Background: an optimization exercise with open tools, aiming at a short achievable clock period and few clock cycles per item. Do not read the settings as production practice.
In this exercise RTL edits were held to simulation tests only and were not proved equivalent to the original.
Power figures rest on the tool's default switching activity, not on a simulated workload.

==> flow/design.v, too long to show whole: its modules and the start of the top module <==
// module jump_trajectory_profiler_top: 1196 lines
module jump_trajectory_profiler_top #(
    parameter int POS_BITS  = POS_BITS_DEF,
    parameter int FRAC_BITS = FRAC_BITS_DEF,
    localparam int CFG_W    = (POS_BITS > TICK_W) ? POS_BITS : TICK_W
) (
    input  logic                       i_clk,
    input  logic                       i_rst_n,
    input  logic                       i_cfg_wr_en,
    input  logic [CFG_IDX_W-1:0]       i_cfg_addr,
    input  logic [CFG_W-1:0]           i_cfg_wr_data,
    input  logic                       i_in_valid,
    output logic                       o_in_stall,
    input  logic                       i_command,
    input  logic signed [POS_BITS-1:0] i_start_height,
    output logic                       o_out_valid,
    input  logic                       i_out_stall,
    output logic signed [POS_BITS-1:0] o_target_x,
    output logic signed [POS_BITS-1:0] o_target_z,
    output logic [PHASE_W-1:0]         o_phase
);
  // ...
==> flow/flow/run.sh <==
#!/bin/bash
set -euo pipefail
mapfile -t ARGS < <(grep -v '^$' flow/make_args.txt)
bash standard.sh "${ARGS[@]}" finish > standard_flow.log 2>&1
==> flow/flow/make_args.txt <==
SETUP_SLACK_MARGIN=6.9
CTS_CLUSTER_SIZE=25
CTS_CLUSTER_DIAMETER=100
MATCH_CELL_FOOTPRINT=0
CORE_UTILIZATION=65
BUFFER_PORTS_ARGS=-buffer_cell sky130_fd_sc_hd__buf_4
==> flow/standard.sh <==
#!/bin/bash
# synth_recipe.tcl (not shown) runs the flow's synth.tcl, then flattens the netlist and writes it again
# the make line also repeats each setting of config.mk as NAME=value (left out here)
make -C /OpenROAD-flow-scripts/flow DESIGN_CONFIG=/design/flow/config.mk WORK_HOME=/design/flow/orfs CLKGATE_MAP_FILE= SYNTH_SCRIPT=/design/flow/synth_recipe.tcl "${@:-finish}"
==> flow/config.mk <==
export PLATFORM = sky130hd
export DESIGN_NAME = jump_trajectory_profiler_top
export DESIGN_NICKNAME = jump_trajectory_profiler_top
export VERILOG_FILES = /design/flow/design.v
export SDC_FILE = /design/flow/constraint.sdc
export NUM_CORES = 4
export LEC_CHECK = 0
export CAP_MARGIN = 20
export CORE_MARGIN = 2
export CORE_UTILIZATION = 40
export SLEW_MARGIN = 20
==> flow/constraint.sdc <==
create_clock -name core_clock -period 10.0 [get_ports {i_clk}]
set_input_delay 2.0000 -clock core_clock [delete_from_list [all_inputs] [get_ports {i_clk}]]
set_output_delay 2.0000 -clock core_clock [all_outputs]
set_load 0.01 [all_outputs]
==> impl_results.md, run 1 <==
- Max FFs per register: 663
- Tmin final: 3.43 ns
- Share of power burned in registers: 0.354
- Max-slew violations: 0
- First DRT Iteration DRCs: roughly 10000
- Largest stage delay on the critical path: 0.43 ns
- DRC errors left: 0
- Simple-gate share of the synthesized area: 0.108
- Status: no timing/DRC/antenna violations
- Cts bufs inserted: 157
- Post-synth EDFFs: about 800
- Total GRT Usage: 0.339
- Global route total overflow: 0
- Final cycle utilization of the critical path: 0.343
- Hold slack: 0.296 ns
- P_seq: 17.6 mW
- Routed WL: ~440000 um
- Drt first pass iters: 11
- Final hold vios: 0
- Crit path max fanout: 2
- Row count: 182
- Slew at the pin with the worst max-slew slack: 1.18 ns
- Area of the multi-input gates: 0.0843 mm2
- Metal1 wirelength: 175000 um
- F_max: 291 MHz
- Largest cells by area after synthesis: dfxtp_1 (31%), edfxtp_1 (15%), fa_1 (12%)
- Clk Tree Root Cell: clkbuf_16
- Multi-input comb cells: 8962
- Synth Instances: roughly 14000
- Ys async rst share: 0
- NetSw: 19.9 mW
- WHS Path Cells: 0
- DP Wirelength: 299000 um
- Yosys top cell area share: 0.305
- Seq/total area: 0.410
- Worst path cell trace: buf_6
- Hold Crit Class: reg -> reg
- Total placed cells including tap cells: 17300
- Nets: 16900
Testbench counts, summed over its fixed seeds: cycles 8,518, items 7,934.
==> inputs of run 2 (changes only) <==
--- a/flow/design.v
+++ b/flow/design.v
@@ -241,16 +241,17 @@
     assign r_kd[1] = w_xd;
     assign r_kd[2] = w_xd << 1;
     assign r_kd[3] = r_d3;
     assign r_kd[4] = w_xd << 2;
     assign r_kd[5] = r_d5;
     assign r_kd[6] = r_d3 << 1;
     assign r_kd[7] = r_d7;
     logic       r_stall, r_ov;
+    logic       r_ovp;      
     logic       w_acc, w_take, w_rst_any;
     assign w_acc     = i_in_valid && !r_stall;
     assign w_take    = r_ov && !i_out_stall;
     assign w_rst_any = !i_rst_n || r_rst_d;
     logic [CAP:0] r_cnt, n_cnt;
     always_comb begin
         n_cnt = r_cnt;
         if (w_acc && !w_take) n_cnt = {r_cnt[CAP-1:0], 1'b1};
@@ -1237,27 +1238,29 @@
     end
     always_ff @(posedge i_clk) begin
         if (w_rst_any) begin
             r_wp <= '0;
             r_rp <= '0;
             r_fc <= '0;
             r_ne <= 1'b0;
             r_ov <= 1'b0;
+            r_ovp <= 1'b0;
         end else begin
             if (w_res_v) r_wp <= (r_wp == FAW'(FD - 1)) ? '0 : r_wp + 1'b1;
             if (w_load)  r_rp <= (r_rp == FAW'(FD - 1)) ? '0 : r_rp + 1'b1;
             r_fc <= n_fc;
             r_ne <= n_fc[0];
-            if (w_free) r_ov <= r_ne || w_res_v;
+            r_ov  <= w_free ? (r_ne || w_res_v) : r_ovp;
+            r_ovp <= w_free ? (r_ne || w_res_v) : r_ov;
         end
     end
     logic [38:0] r_out, r_out_b, w_out_n;
     assign w_out_n = r_ne ? r_q[r_rp] : w_res;
     always_ff @(posedge i_clk) begin
         r_out   <= w_free ? w_out_n : r_out_b;
         r_out_b <= w_free ? w_out_n : r_out;
     end
-    assign o_out_valid = r_ov;
+    assign o_out_valid = r_ovp;
     assign o_target_x  = r_out[38:21];
     assign o_target_z  = r_out[20:3];
     assign o_phase     = r_out[2:0];
 endmodule
==> run 2 against run 1 <==
Effect of this change:
- sequential share of layout area hardly changed
- cell count is 0.13% lower
- largest power group unchanged
- wire length is 1.4% higher
- utilization is 0.17 points higher
- worst setup slack better by 0.036 ns
- clock-buffer cell count is 4 lower
- flip-flop and latch count is 1 higher
- area after synthesis is 0.14% lower
- clock power is 1% lower
- total power is 3.2% higher
- fmax is 1.0% higher
==> impl_results.md, run 2 <==
- Top-Level Pins: between 80 and 90
- Post-synth EDFFs: 799 (unchanged)
- Slew at the pin with the worst max-slew slack: 1.18 ns (-0.0000283 ns)
- Routed WL: 442000 um (+1.4%)
- Cts hold-fix bufs: 0
- Top delay family on crit path: flip-flops
- Final clock skew: approximately 0.053 ns
- First DRT Iteration DRCs: 10300 (-1.3%)
- Critical Path RT: ~8.0 ns
- Core area: 0.246 mm2
- Drt first pass iters: 7 (-4)
- Vias in the first global route: 110000
- Crit path max fanout: 2 (unchanged)
- LEAKAGE: ~76 nW
- Reg clk slew, reported paths: 0.10 ns
- Status: no timing/DRC/antenna violations
- Maximum clock path buffer count: 3
- Number of max-cap violations: 0
- Flops & latches, synth: 3255
- Avg Inst Size Synth: 11.3 um2
- Reg-to-reg endpoint: d2_rem[13]
- Commonest non-fill, non-tap cell in the layout: dfxtp_1
- Top cells by count, synth: dfxtp_1 (2456), inv_1 (1590), ha_1 (1249), and2_1 (930), fa_1 (927)
- Clk Tree Root Cell: clkbuf_16
- Most frequent cells in the layout: dfxtp_1 (2176), inv_1 (1516), ha_1 (1175)
- Largest registers: r_q (663), r_out (39), r_out_b (39)
- Synth Instances: 14300 (+0.11%)
- Reg-to-Reg Start: d1_rem[1]
- Area leader, netlist: dfxtp_1
- I/O Buffers: 85
- Die Ht: 501 um
- CTS tree: built
- Register Area: 0.0738 mm2
- Buf+Inv Stages, Crit Path: 1
- Initial antenna violation count: 38
- Final std cells w/o fill: 18000
- Reg2reg setup slack: between 6 and 7 ns
- Cts bufs inserted: 154 (-1.9%)
- Post-route ant nets: 0
- DP Wirelength: 299000 um (about the same)
- YS warnings: 16
- Power per cell area: roughly 290 mW/mm2
- Nets: 16900 (+0.14%)
- Initial Util: 0.654
- Fillers: 16700
- Largest net degree at the start of global routing: slightly above 80
- Ys async rst share: 0 (unchanged)
- Slowest stage cell, crit path: dfxtp_4
- Worst setup EP type: output port
- Unrepaired setup endpoints after global routing: yes
- Setup CP Type: reg -> out
- Via density: approximately 6
- Setup violations, final: 0
- Final cycle utilization of the critical path: 0.340 (-0.00357)
- Die area: 0.251 mm2
- Max-slew violations: 0 (unchanged)
- Avg WL per Cell: 24.5 um
- WHS Path Cells: 0 (unchanged)
- Worst Setup Start Kind: flip-flop
- Final hold vios: 0 (unchanged)
- Global-route wire length before repair: 645000 um
- Final Wtd Congestion: around 1
- Worst path cell trace: buf_6
- P&R area growth vs syn: 11.8%
- Synth cell types: ~100
- Synth Flop Type: dfxtp_1
- Largest stage delay on the critical path: 0.40 ns (-0.03 ns)
- Die width: 501 um
- Max transition margin: 0.210
- DRC errors left: 0 (unchanged)
- Area of the multi-input gates: 0.0844 mm2 (+0.16%)
- Reg2reg path depth: 10
- Largest cells by area after synthesis: dfxtp_1 (31%), edfxtp_1 (15%), fa_1 (12%)
- CTS H-tree depth: 4
- Most flop-heavy register: r_q
- Worst-Skew Late Latency: 0.87 ns
- Row count: 182 (unchanged)
- Min-delay src: d4_mo3[11]
- Post-synthesis cell area: 0.161 mm2
- Tmin final: 3.40 ns (-0.0357 ns)
- Max IR drop VDD: 540 uV
- Total GRT Usage: 0.336 (-0.00234)
- Register area share after synthesis: 0.455
- Total placed cells including tap cells: 17200 (-0.54%)
- Max FFs per register: 663 (unchanged)
- Count leader, synth: dfxtp_1
- CTS sink count: between 3000 and 4000
- Via Count: ~110k
- Hold EP: d5_mo3[11]
- Hold Crit Class: reg -> reg
- Share of cells above drive strength 1: 0.147
- Global route total overflow: 0 (unchanged)
- Yosys top cell area share: 0.306 (+0.000552)
- F_max: 294 MHz (+1.0%)
- CP arrival: 1.40 ns
- Setup tns final: 0 ns
## run 2: changes by cell type after synthesis, moves of 17 or more
cell      delta
nor2_1      +43
nand3_1     +42
nor2b_1     -39
a32oi_1     +18
nand2_1     +60
inv_1       -33
nand2b_1    -22
nor3_1      -17
## run 2: layout make-up
| type | instances | area share |
|---|---|---|
| multi-input combinational | 9001 | 0.469 |
| sequential | 3255 | 0.410 |
| timing repair buffer | 657 | 0.0375 |
| inverter | 1592 | 0.0335 |
| clock buffer | 217 | 0.0230 |
| tap | 3220 | 0.0224 |
| clock inverter | 35 | 0.00326 |
| antenna | 61 | 0.000848 |
## run 2: worst max-delay path by stage
stage	start	end	slack, ns	cells past startpoint
4_1_cts	r_out[34]	o_target_x[13]	6.56	1
5_1_grt	r_out[16]	o_target_z[13]	6.56	1
3_5_place_dp	s2_den[2]	d1_rem[5]	5.75	12
6_report	r_out[16]	o_target_z[13]	6.60	1
3_3_place_gp	s2_mo7[0]	d1_rem[6]	5.80	12
2_1_floorplan	i_in_valid	r_cnt[0]	6.67	11
## run 2: metal layers
layer	GRT usage	vias up	part of all wire
met5	0	-	0.000077
met4	0.146	4	0.055
met3	0.0429	1095	0.075
met2	0.556	4699	0.47
met1	0.447	54100	0.40
li1	-	49400	-
## run 2: kinds of logic after synthesis
family	after synthesis	share of synthesized area
flops	3255	0.455
buf+inv	2019	0.0475
fa+ha+maj	2176	0.213
compound gates	2361	0.0995
mux	331	0.0363
simple gates	3341	0.107
xor+xnor	782	0.0426
other cells	1	0.0000233
## run 2: metrics by stage
stage               power, mW  setup slack (ns)  area (um2)  utilization  hold WS (ns)
finish                   51.3              6.60      180000        0.732         0.318
global route             55.2              6.56      180000        0.731         0.314
CTS                      49.1              6.56      175000        0.711         0.309
detailed placement       39.9              5.75      165000        0.671         0.312
global placement         38.9              5.80      165000        0.671         0.310
floorplan                33.3              6.67      161000            -         0.310
## run 2: power by group
group,internal [mW],leakage (nW),switching [mW]
Sequential,16.0,27.7,1.81
Clock,3.03,2.25,4.32
Combinational,11.7,46.4,14.5
Total,30.7,76.4,20.6
## run 2: timing repair
| item | 4_1_cts | 5_1_grt |
|---|---|---|
| gates resized for setup | 846 | 645 |
| cloned | 26 | 40 |
| buffers inserted | 225 | 208 |
| setup endpoints to repair | 577 | 517 |
| pin swaps | 170 | 378 |
Testbench counts of run 2, summed over its fixed seeds: cycles 8,518, items 7,934.

what the ideal ports hide:
No port has a modelled driver above. Below, the same layouts with a new extraction and two added sets of constraints. Step 1, drivers: a clkbuf_16 drives i_clk and a buf_2 each remaining input, both assumed. Step 2 moves the port delays by t, midway between the first and last clock arrival at a register: inputs arrive t later, outputs are due t later. That takes back most of the time a late clock gives input paths. Slacks: ideal ports / drivers / drivers and shift; pairs: ideal ports / drivers.
| run | t, ns | setup WS [ns] | worst register clock-pin slew, ns |
|---|---|---|---|
| run 1 | 0.956 | 6.565 / 6.474 / 6.084 | 0.11 / 0.11 |
| run 2 | 0.960 | 6.601 / 6.497 / 5.980 | 0.11 / 0.11 |
After both steps every run listed still meets setup and hold. The setup slack of run 2, which loses most, moves by -0.104 ns with the drivers and by -0.621 ns with both steps.
